This design comes from an exercise in tuning for small area, a short achievable clock period and few clock cycles per item on the open sky130 flow, not from production work.
RTL that was checked went through simulation tests only; none was proved equivalent to the original.
Power figures rest on the tool's default switching activity, not on a simulated workload.

==> zinc <==
## cpu_top
module cpu_top #(
    parameter int inst_addr_w = 8
) (
    input  wire                     clk,
    input  wire                     rst_n,
    input  wire [data_w-1:0]        inst_rdata,
    input  wire [data_w-1:0]        data_rdata,
    output logic [inst_addr_w-1:0]  inst_addr,
    output logic [data_addr_w-1:0]  data_addr,
    output logic [data_w-1:0]       data_wdata,
    output logic                    data_we,
    output logic                    io_stall
);
    logic              i_valid;
    logic [pc_w-1:0]   pc_i;
    logic              d_valid;
    logic              d_stall;      
    logic [pc_w-1:0]   d_btgt;
    logic [data_w-1:0] ir;
    logic              e_valid;
    logic [data_w-1:0] e_a;
    logic [data_w-1:0] e_b;
    logic [pc_w-1:0]   e_addr;
    logic [pc_w-1:0]   e_btgt;
    logic              e_writes;
    logic [3:0]        e_wd;
    logic              e_alu;
    logic              e_sub;
    logic              e_slt;
    logic              e_load;
    logic              e_mult;
    logic              e_beq;
    logic              w_we;
    logic [3:0]        w_rd;
    logic              w_load;
    logic              w_mult;
    logic [data_w-1:0] w_res;
    logic              stall_q;
    logic              we_q;
    logic              redirect;
    logic              hz_i;
    logic              jump_i;
    logic              beq_self_i;
    logic [pc_w-1:0]   jump_pc_i;
    logic [pc_w-1:0]   btgt_i;       
  ...
clock: 10.0 ns
lec_check: 0
cap_margin: 20
core_margin: 2
core_utilization: 40
cts_cluster_diameter: 100
cts_cluster_size: 30
slew_margin: 20
standard.sh (not shown) runs the stock make flow with config.mk's settings and CLKGATE_MAP_FILE= SYNTH_SCRIPT=/design/flow/synth_recipe.tcl, a recipe that flattens the netlist after the stock synthesis.
==> flow/flow/run.sh <==
#!/bin/bash
# Standard layout, with timing repair aiming below the clock period: the
# repair steps treat any path with less than SETUP_SLACK_MARGIN ns of slack
# as failing, so they keep improving the paths past the 10 ns constraint.
cp standard.sh standard.sh.txt
cp config.mk config.mk.txt
export SETUP_SLACK_MARGIN=7
export TNS_END_PERCENT=0
bash standard.sh > standard.log 2>&1
==> violet: changes against zinc <==
--- a/flow/design.v
+++ b/flow/design.v
@@ -364,13 +364,13 @@
 ) (
     input  wire [W-1:0]  a,
     input  wire [W-1:0]  b,
     input  wire          cin,
     output wire [W-1:0]  sum
 );
-    localparam int L = (W <= 8) ? 3 : 4;    
+    localparam int L = $clog2(W);
     wire [(L+1)*W-1:0] g;
     wire [(L+1)*W-1:0] p;
     assign g[0] = (a[0] & b[0]) | (cin & (a[0] ^ b[0]));
     assign p[0] = a[0] ^ b[0];
     assign g[W-1:1] = a[W-1:1] & b[W-1:1];
     assign p[W-1:1] = a[W-1:1] ^ b[W-1:1];
@@ -441,13 +441,13 @@
     output logic                    io_stall
 );
     logic              i_valid;
     logic [pc_w-1:0]   pc_i;
     logic              d_valid;
     logic              d_stall;      
-    logic [pc_w-1:0]   d_btgt;
+    logic [pc_w-1:0]   pc_d;
     logic [data_w-1:0] ir;
     logic              e_valid;
     logic [data_w-1:0] e_a;
     logic [data_w-1:0] e_b;
     logic [pc_w-1:0]   e_addr;
     logic [pc_w-1:0]   e_btgt;
@@ -468,22 +468,21 @@
     logic              we_q;
     logic              redirect;
     logic              hz_i;
     logic              jump_i;
     logic              beq_self_i;
     logic [pc_w-1:0]   jump_pc_i;
-    logic [pc_w-1:0]   btgt_i;       
     logic [2:0]        opc_i;
     logic              i_reads_rs;
     logic              i_reads_rt;
     logic              d_late;
     assign opc_i      = inst_rdata[15:13];
     assign beq_self_i = (opc_i == op_beq) && (inst_rdata[12:9] == inst_rdata[8:5]);
     assign jump_i     = i_valid && ((opc_i == op_jump) || beq_self_i);
-    assign btgt_i     = pc_i + 8'd1 + {{3{inst_rdata[4]}}, inst_rdata[4:0]};
-    assign jump_pc_i  = beq_self_i ? btgt_i : inst_rdata[7:0];
+    assign jump_pc_i  = beq_self_i ? pc_i + 8'd1 + {{3{inst_rdata[4]}}, inst_rdata[4:0]}
+                                   : inst_rdata[7:0];
     assign i_reads_rs = (opc_i <= op_store) || ((opc_i == op_beq) && !beq_self_i);
     assign i_reads_rt = (opc_i != op_load) && i_reads_rs;
     assign hz_i = i_valid && d_late && !redirect &&
                   ((i_reads_rs && (inst_rdata[12:9] == ir_wd)) ||
                    (i_reads_rt && (inst_rdata[8:5] == ir_wd)));
     logic [3:0] ir_wd;
@@ -516,13 +515,13 @@
             d_stall <= hz_i;
         end
     end
     always_ff @(posedge clk) begin
         if (!d_stall) begin
             ir   <= inst_rdata;
-            d_btgt <= btgt_i;
+            pc_d <= pc_i;
         end
     end
     logic                 d_reads_rs;
     logic                 d_reads_rt;
     logic                 d_writes;
     logic [3:0]           d_wd;
@@ -622,13 +621,13 @@
             e_valid <= d_go;
     end
     always_ff @(posedge clk) begin
         e_a      <= d_a;
         e_b      <= d_b;
         e_addr   <= hit_ea ? addr_e : addr_d;
-        e_btgt   <= d_btgt;
+        e_btgt   <= pc_d + 8'd1 + {{3{ir[4]}}, ir[4:0]};
         e_writes <= d_writes;
         e_wd     <= d_wd;
         e_alu    <= d_alu;
         e_sub    <= d_sub;
         e_slt    <= d_slt;
         e_load   <= d_load;
==> flow/flow/run.sh (replaced) <==
#!/bin/bash
# Standard layout, with timing repair aiming below the clock period: the
# repair steps treat any path with less than SETUP_SLACK_MARGIN ns of slack
# as failing, so they keep improving the paths past the 10 ns constraint.
cp standard.sh standard.sh.txt
cp config.mk config.mk.txt
export SETUP_SLACK_MARGIN=7
bash standard.sh > standard.log 2>&1
Settings changed: CTS_CLUSTER_DIAMETER 100 to unset, CTS_CLUSTER_SIZE 30 to unset.
==> indigo: changes against zinc <==
--- a/flow/design.v
+++ b/flow/design.v
@@ -438,13 +438,12 @@
     output logic [data_addr_w-1:0]  data_addr,
     output logic [data_w-1:0]       data_wdata,
     output logic                    data_we,
     output logic                    io_stall
 );
     logic              i_valid;
-    logic [pc_w-1:0]   pc_i;
     logic              d_valid;
     logic              d_stall;      
     logic [pc_w-1:0]   d_btgt;
     logic [data_w-1:0] ir;
     logic              e_valid;
     logic [data_w-1:0] e_a;
@@ -476,13 +475,13 @@
     logic              i_reads_rs;
     logic              i_reads_rt;
     logic              d_late;
     assign opc_i      = inst_rdata[15:13];
     assign beq_self_i = (opc_i == op_beq) && (inst_rdata[12:9] == inst_rdata[8:5]);
     assign jump_i     = i_valid && ((opc_i == op_jump) || beq_self_i);
-    assign btgt_i     = pc_i + 8'd1 + {{3{inst_rdata[4]}}, inst_rdata[4:0]};
+    assign btgt_i     = inst_addr + {{3{inst_rdata[4]}}, inst_rdata[4:0]};
     assign jump_pc_i  = beq_self_i ? btgt_i : inst_rdata[7:0];
     assign i_reads_rs = (opc_i <= op_store) || ((opc_i == op_beq) && !beq_self_i);
     assign i_reads_rt = (opc_i != op_load) && i_reads_rs;
     assign hz_i = i_valid && d_late && !redirect &&
                   ((i_reads_rs && (inst_rdata[12:9] == ir_wd)) ||
                    (i_reads_rt && (inst_rdata[8:5] == ir_wd)));
@@ -500,15 +499,12 @@
     always_ff @(posedge clk or negedge rst_n) begin
         if (!rst_n)
             i_valid <= 1'b0;
         else
             i_valid <= !(redirect || hz_i || jump_i);
     end
-    always_ff @(posedge clk) begin
-        pc_i <= inst_addr;
-    end
     always_ff @(posedge clk or negedge rst_n) begin
         if (!rst_n) begin
             d_valid <= 1'b0;
             d_stall <= 1'b0;
         end else begin
             if (!d_stall)
==> flow/flow/run.sh (replaced) <==
#!/bin/bash
# Standard layout with two changes:
# - timing repair aims below the clock period: the repair steps treat any
#   path with less than SETUP_SLACK_MARGIN ns of slack as failing, so they
#   keep improving the worst path past the 10 ns constraint (TNS_END_PERCENT
#   0: only the worst path, which sets the achieved period);
# - the port buffers are plain buf_2 cells rather than the delay cell that
#   buffer_ports picks by default.
cp standard.sh standard.sh.txt
cp config.mk config.mk.txt
export SETUP_SLACK_MARGIN=6.1
export TNS_END_PERCENT=0
export BUFFER_PORTS_ARGS="-buffer_cell sky130_fd_sc_hd__buf_2"
bash standard.sh > standard.log 2>&1
Settings changed: CORE_UTILIZATION 40 to 60, CTS_CLUSTER_SIZE 30 to 24.
==> comparison <==
Against zinc, the via count of violet is higher by about 9%. Against zinc, the critical path depth of violet is lower by 2. Between violet and zinc, the lower sequential share of layout area is in violet (gap 4.7 points). Worst hold slack: indigo is better than zinc (0.0021 ns). The lowest non-clock buffer count belongs to indigo, the highest to violet. Of zinc and indigo, indigo has the higher synthesized cell count (gap about 2%, measured against indigo). Of zinc and violet, violet has the higher clock power (gap about 40%, measured against violet). Sequential power: violet is higher than indigo (about 4%). The highest combinational power belongs to violet, the lowest to indigo.
Testbench counts of zinc, summed over its fixed seeds: cycles 60,777, instrs 50,571.
Testbench counts of indigo, summed over its fixed seeds: cycles 60,777, instrs 50,571.
Only the layout flow was run in violet; the RTL was not checked for function there.

what the ideal ports hide:
In the flow no input, the clock included, has a driving cell. The finished layouts below were timed again as built, in two steps. Step 1 sets driving cells, clkbuf_16 on the clock port and buf_2 on the other inputs (assumed; they add their load-dependent delay and slew). Step 2, shift: input delay + t, output delay - t, t = (earliest + latest rising clock arrival at the registers) / 2. This alone moves slack from input paths to output paths. a / b / c = no drivers / after step 1 / after step 2; a / b = the first two.
run | t, ns | setup WS [ns] | worst setup path after step 2 | clock arrival spread, ns
zinc | 0.631 | 6.285 / 6.285 / 5.700 | input to register | 0.026 / 0.026
violet | 0.641 | 6.392 / 6.392 / 5.782 | input to register | 0.030 / 0.029
indigo | 0.629 | 5.974 / 5.974 / 5.559 | input to register | 0.040 / 0.039
After both steps every run listed still meets setup and hold. For violet, which loses most, drivers alone change the setup slack by 0.000 ns; drivers and shift together by -0.610 ns.
